Context: an optimization exercise on an open-source flow, tuned for small area. The choices shown serve that exercise and are no tape-out recipe.
Only simulation tests tie the RTL to the original design; equivalence was not proved.
Power and IR drop assume default switching activity.

### design/flow/design.v
package mips_pkg;
  typedef enum logic [1:0] {
    IDLE = 2'd0,
    LOAD = 2'd1,
    RUN  = 2'd2
  } state_t;
  localparam logic [31:0] NOP_INSTR  = 32'h0000_0000;
  localparam int          WORD_SHIFT = 2;
endpackage
module instr_ram #(
  parameter int DATA_WIDTH = 32,
  parameter int MEM_DEPTH  = 64,
  parameter int IDX_W      = $clog2(MEM_DEPTH)
) (
  input  logic                  clk,
  input  logic                  we,
  input  logic [IDX_W-1:0]      waddr,
  input  logic [DATA_WIDTH-1:0] wdata,
  input  logic                  re,
  input  logic [IDX_W-1:0]      raddr,
  output logic [DATA_WIDTH-1:0] rdata
);
  logic [DATA_WIDTH-1:0] mem [MEM_DEPTH];
  always_ff @(posedge clk) begin
    if (we) mem[waddr] <= wdata;
  end
  always_ff @(posedge clk) begin
    if (re) rdata <= mem[raddr];
  end
endmodule
module instr_fetch_mem #(
  parameter int DATA_WIDTH = 32,
  parameter int ADDR_WIDTH = 32,
  parameter int MEM_DEPTH  = 64
) (
  input  logic                  clk,
  input  logic                  rst,
  input  logic                  prog_en,
  input  logic                  run_en,
  input  logic                  load_we,
  input  logic [ADDR_WIDTH-1:0] load_addr,
  input  logic [DATA_WIDTH-1:0] load_data,
  output logic [15:0]           load_count,
  output logic                  load_err,
  input  logic                  fetch_req,
  input  logic [ADDR_WIDTH-1:0] fetch_addr,
  input  logic                  fetch_stall,
  output logic                  fetch_ready,
  output logic                  instr_valid,
  output logic [DATA_WIDTH-1:0] instr,
  output logic [ADDR_WIDTH-1:0] instr_addr,
  output logic                  fault_misal,
  output logic                  fault_range,
  output logic [1:0]            mode
);
  localparam int IDX_W = $clog2(MEM_DEPTH);
  localparam logic [ADDR_WIDTH-1:0] DEPTH_A =
    ADDR_WIDTH'(MEM_DEPTH);
  localparam logic [DATA_WIDTH-1:0] NOP_W =
    DATA_WIDTH'(mips_pkg::NOP_INSTR);
  mips_pkg::state_t state, state_nx;
  logic [ADDR_WIDTH-1:0] l_idx, f_idx;
  logic                  l_ok, l_wr, l_drop;
  logic                  f_misal, f_range;
  logic                  accept, enter_load;
  logic                  rd_en, nop_sel;
  logic [DATA_WIDTH-1:0] rdata;
  assign l_idx   = load_addr >> mips_pkg::WORD_SHIFT;
  assign f_idx   = fetch_addr >> mips_pkg::WORD_SHIFT;
  assign l_ok    = (load_addr[1:0] == 2'b00)
                 & (l_idx < DEPTH_A);
  assign l_wr    = (state == mips_pkg::LOAD) & load_we & l_ok;
  assign l_drop  = (state == mips_pkg::LOAD) & load_we & !l_ok;
  assign f_misal = (fetch_addr[1:0] != 2'b00);
  assign f_range = (f_idx >= DEPTH_A);
  assign fetch_ready = (state == mips_pkg::RUN) & !fetch_stall;
  assign accept      = fetch_req & fetch_ready;
  assign rd_en       = accept & !f_misal & !f_range;
  assign enter_load  = (state != mips_pkg::LOAD)
                     & (state_nx == mips_pkg::LOAD);
  assign instr       = nop_sel ? NOP_W : rdata;
  assign mode        = state;
  instr_ram #(
    .DATA_WIDTH(DATA_WIDTH),
    .MEM_DEPTH (MEM_DEPTH),
    .IDX_W     (IDX_W)
  ) u_ram (
    .clk  (clk),
    .we   (l_wr),
    .waddr(l_idx[IDX_W-1:0]),
    .wdata(load_data),
    .re   (rd_en),
    .raddr(f_idx[IDX_W-1:0]),
    .rdata(rdata)
  );
  always_ff @(posedge clk) begin
    if (rst) state <= mips_pkg::IDLE;
    else     state <= state_nx;
  end
  always_comb begin
    state_nx = state;
    unique case (state)
      mips_pkg::IDLE: begin
        if (prog_en)     state_nx = mips_pkg::LOAD;
        else if (run_en) state_nx = mips_pkg::RUN;
      end
      mips_pkg::LOAD: if (!prog_en) state_nx = mips_pkg::IDLE;
      mips_pkg::RUN:  if (prog_en)  state_nx = mips_pkg::LOAD;
      default: state_nx = mips_pkg::IDLE;
    endcase
  end
  always_ff @(posedge clk) begin
    if (rst || enter_load) begin
      load_count <= '0;
      load_err   <= 1'b0;
    end else begin
      if (l_wr && load_count != 16'hFFFF)
        load_count <= load_count + 16'd1;
      if (l_drop)
        load_err <= 1'b1;
    end
  end
  always_ff @(posedge clk) begin
    if (rst) begin
      instr_valid <= 1'b0;
      instr_addr  <= '0;
      fault_misal <= 1'b0;
      fault_range <= 1'b0;
      nop_sel     <= 1'b1;
    end else if (enter_load || state != mips_pkg::RUN) begin
      instr_valid <= 1'b0;
    end else if (!fetch_stall) begin
      instr_valid <= fetch_req;
      if (fetch_req) begin
        instr_addr  <= fetch_addr;
        fault_misal <= f_misal;
        fault_range <= f_range;
        nop_sel     <= f_misal | f_range;
      end
    end
  end
endmodule
### design/flow/run.sh
#!/bin/bash
# synth_recipe.tcl (not shown) runs the flow's synth.tcl, then flattens the netlist and writes it again
# the make line also repeats each setting of config.mk as NAME=value (left out here)
make -C /OpenROAD-flow-scripts/flow DESIGN_CONFIG=/design/flow/config.mk WORK_HOME=/design/flow/orfs CLKGATE_MAP_FILE= SYNTH_SCRIPT=/design/flow/synth_recipe.tcl finish
### design/flow/config.mk
export PLATFORM = sky130hd
export DESIGN_NAME = instr_fetch_mem
export DESIGN_NICKNAME = instr_fetch_mem
export VERILOG_FILES = /design/flow/design.v
export SDC_FILE = /design/flow/constraint.sdc
export NUM_CORES = 4
export LEC_CHECK = 0
export CAP_MARGIN = 20
export CORE_MARGIN = 2
export CORE_UTILIZATION = 50
export PLACE_DENSITY = 0.6
export SLEW_MARGIN = 20
### design/flow/constraint.sdc
create_clock -name core_clock -period 8.0 [get_ports {clk}]
set_input_delay 1.6000 -clock core_clock [delete_from_list [all_inputs] [get_ports {clk}]]
set_output_delay 1.6000 -clock core_clock [all_outputs]
set_load 0.01 [all_outputs]
==> reports/results.txt <==
Die width -> 408 um
CP max stage cell -> nor2_4
Max transition margin -> 0.218
Layout cells sized above 1 -> 0.274
Syn Area/Cell -> 22.6 um2
Layout area overhead -> 15.1%
Clk buf depth -> 3
Gr usage total -> 0.247
Final WL -> 205000 um
# DRC -> 0
Fillcell total -> 11800
Worst Path Arrival -> 5.01 ns
Max-cap violations -> 0
DR vias -> 38900
Clock sink count -> 2135
CP max stage delay -> 1.03 ns
Synth Net Count -> 3724
Post-DRT Antenna Nets -> 0
CP delay by family, top -> simple AND/OR/NAND/NOR gates
I/O pin count -> 190
# setup viols final -> 0
Routed length per placed instance -> 32.4 um
Net total in the final layout -> 4064
Starting Density -> 0.503
CTS tree -> yes
Post-synth ARST share -> 0
Number of global-route vias before repair -> 38500
CORE AREA -> 0.162 mm2
Row count -> 148
Final setup margin -> 3.55 ns
Initial antenna violation count -> 6
Worst-path clk slew -> 0.06 ns
Power per Cell Area -> 247 mW/mm2
Worst R2R Path Depth -> 7
Worst Path Required -> 8.56 ns
WP depth -> 9
Worst Path Class, Setup -> input port to flop
Seq/Total Area, Yosys -> 0.778
Root buffer cell -> clkbuf_16
Placer Congestion -> 0.801
Post-CTS Hold Fix Bufs -> 0
H-Tree Depth -> 4
Synth Warn # -> 2
DIE HEIGHT -> 408 um
Mapped cell area -> 0.0817 mm2
Synth Register Bits -> 2135
Setup WS pre-CTS -> 2.62 ns
Max FO, Critical Path -> 30
Cells after synthesis -> 3620
Hold WC Path Type -> flop to flop
Fin crit period -> 4.45 ns
Leak -> 0.0291 uW
FMAX -> 0.225 GHz
DRT iter0 DRCs -> 4481
Num CTS Buffers -> 211
Max IR drop VDD -> 0.252 mV
Die ar. -> 0.167 mm2
Cell Chain, Critical Path -> clkdlybuf4s50_1 > nor4_1 > nand4_1 > nor3_2 > buf_4 > nand2b_1 > nand2b_1 > nor2_4 > buf_4
Most used flip-flop cell after synthesis -> edfxtp_1
RSZ-0062 raised after global routing -> false
WP buf/inv -> 3
Status -> no timing/DRC/antenna violations
Gr ovfl total -> 0
Via-per-instance ratio -> 6.16
Period Utilization, post-route -> 0.557
# Post-CTS Setup Buffers -> 0
Largest net degree at the start of global routing -> 101
Synth cell types -> 49
Clk_skew -> 0.0330 ns
Post-cts resize count -> 0
First-pass GRT wire length -> 292000 um
Detailed Place HPWL -> 121000 um
Critical path launch point type -> input port
Worst skew pair latency -> 0.86 ns
EDFF count, synth -> 2080
Worst hold stages -> 2
First-pass DRT Iterations -> 5
Number of buffers added on ports -> 189
Final Slew Violations -> 0
Final Hold Vio Count -> 0
Setup Total Neg Slack -> 0 ns
Worst Tran Pin Value -> 1.17 ns
CP endpoint kind -> flop
-- sequential cells by signal, indices dropped and copies added, names as in the netlist --
| name | cells |
|---|---|
| u_ram.mem | 2048 |
| instr_addr | 32 |
| u_ram.rdata | 32 |
| load_count | 16 |
| state | 2 |
| fault_misal | 1 |
| fault_range | 1 |
| instr_valid | 1 |
| load_err | 1 |
| nop_sel | 1 |
-- metal layers --
layer,share of wire,GRT usage
met4,0.019,0.0578
met1,0.42,0.361
met3,0.066,0.0401
met5,0,0
met2,0.49,0.395
-- placed cells by master (no fill, tap or decap), drive strengths merged, types with 55 or more instances in the layout --
cell type / instances
edfxtp: 2080
mux4: 548
clkbuf: 246
buf: 176
clkdlybuf4s50: 151
clkinv: 113
mux2i: 98
nand2: 98
nor2: 98
a21oi: 68
nor2b: 63
dfxtp: 55
-- layout make-up --
class | count | area, um2 | share of cell area
flip-flops and latches | 2135 | 63600 | 0.676
multi-input cells | 1283 | 17500 | 0.187
clock buffers | 246 | 5450 | 0.0580
repair buffers | 327 | 3250 | 0.0346
well taps | 2175 | 2720 | 0.0290
clock inverters | 149 | 1460 | 0.0155
inverters | 2 | 7.51 | 0.0000799
diodes | 2 | 5.00 | 0.0000532
-- worst paths after layout --
kind                        from               end  slack (ns)
setup / recovery   load_addr[27]  u_ram.mem[16][9]        3.55
setup reg to reg        state[0]  u_ram.mem[16][9]        4.59
hold / removal    instr_addr[24]    instr_addr[24]        0.45
hold reg to reg   instr_addr[24]    instr_addr[24]        0.45
-- cell families (layout without fill, tap and decap cells) --
logic type,count (synthesis),in the layout,share of synthesized area
adders and majority gates,1,1,0.000153
other,0,2,0
and+or+nand+nor,358,358,0.0213
AOI/OAI and AO/OA,247,247,0.0201
xor gates and xnor gates,11,11,0.00118
muxes,666,666,0.166
DFF,2135,2135,0.778
buffers and inverters,202,724,0.0131
-- where the power goes --
group	internal [uW]	switching, uW
Clock	5630	4240
Combinational	403	681
Sequential	12300	2.32
Total	18300	4920
-- worst min-delay path: cells and delay by family (launching register included) --
kind	cells	cell delay [ns]
DFF	1	0.30
and+or+nand+nor	1	0.05
AOI/OAI and AO/OA	1	0.05
-- cells in the mapped netlist (all sizes together), types with 6 or more instances --
| master | instances | share of area |
|---|---|---|
| nand2 | 98 | 0.0045 |
| a221o | 8 | 0.00098 |
| o221ai | 12 | 0.0013 |
| mux2i | 98 | 0.012 |
| nand2b | 8 | 0.00061 |
| clkbuf | 78 | 0.0036 |
| edfxtp | 2080 | 0.76 |
| a22oi | 31 | 0.0028 |
| o21ai | 35 | 0.0021 |
| dfxtp | 55 | 0.013 |
| a211o | 6 | 0.00064 |
| nand4b | 7 | 0.00075 |
| a22o | 13 | 0.0014 |
| a211oi | 32 | 0.0029 |
| buf | 122 | 0.0095 |
| mux4 | 548 | 0.15 |
| mux2 | 20 | 0.0028 |
| nor2b | 63 | 0.0048 |
| nand3 | 21 | 0.0013 |
| o211ai | 11 | 0.0010 |
| nor4 | 16 | 0.0012 |
| nor3 | 12 | 0.00074 |
| nor2 | 98 | 0.0045 |
| a21oi | 68 | 0.0042 |
| nand4 | 9 | 0.00069 |
| and3 | 8 | 0.00061 |
| o22ai | 15 | 0.0011 |
| a221oi | 6 | 0.00064 |
| xor2 | 10 | 0.0011 |
-- per-stage QoR --
| stage | total power, uW | cell area [um2] | hold slack (ns) | util | cells |
|---|---|---|---|---|---|
| finish | 23200 | 94000 | 0.451 | 0.579 | 6319 |
| global route | 23900 | 94000 | 0.474 | 0.579 | 6319 |
| CTS | 23400 | 93900 | 0.455 | 0.578 | 6313 |
| detailed placement | 13600 | 87000 | 0.446 | 0.536 | 5918 |
| global placement | 13600 | 86600 | 0.442 | 0.534 | 5901 |
| floorplan | 13100 | 81700 | 0.481 | - | 3620 |

## separate check: timing with driven ports
No port has a modelled driver above. Below, the same layout with a new extraction and two added sets of constraints. Step 1 assumes that a clkbuf_16 drives the clock port and a buf_2 every other input. Step 2, shift: input delay + t, output delay - t, t = (earliest + latest rising clock arrival at the registers) / 2. This alone moves slack from input paths to output paths. Slacks: no drivers / after step 1 / after step 2; pairs: no drivers / after step 1.
t, ns: 0.934
setup slack, ns: 3.547 / 3.517 / 2.679
latest minus earliest clock arrival (ns): 0.035 / 0.035
worst register clock-pin slew, ns: 0.07 / 0.07
After both steps this run still meets setup and hold. The setup slack of this run moves by -0.030 ns with the drivers and by -0.868 ns with both steps.
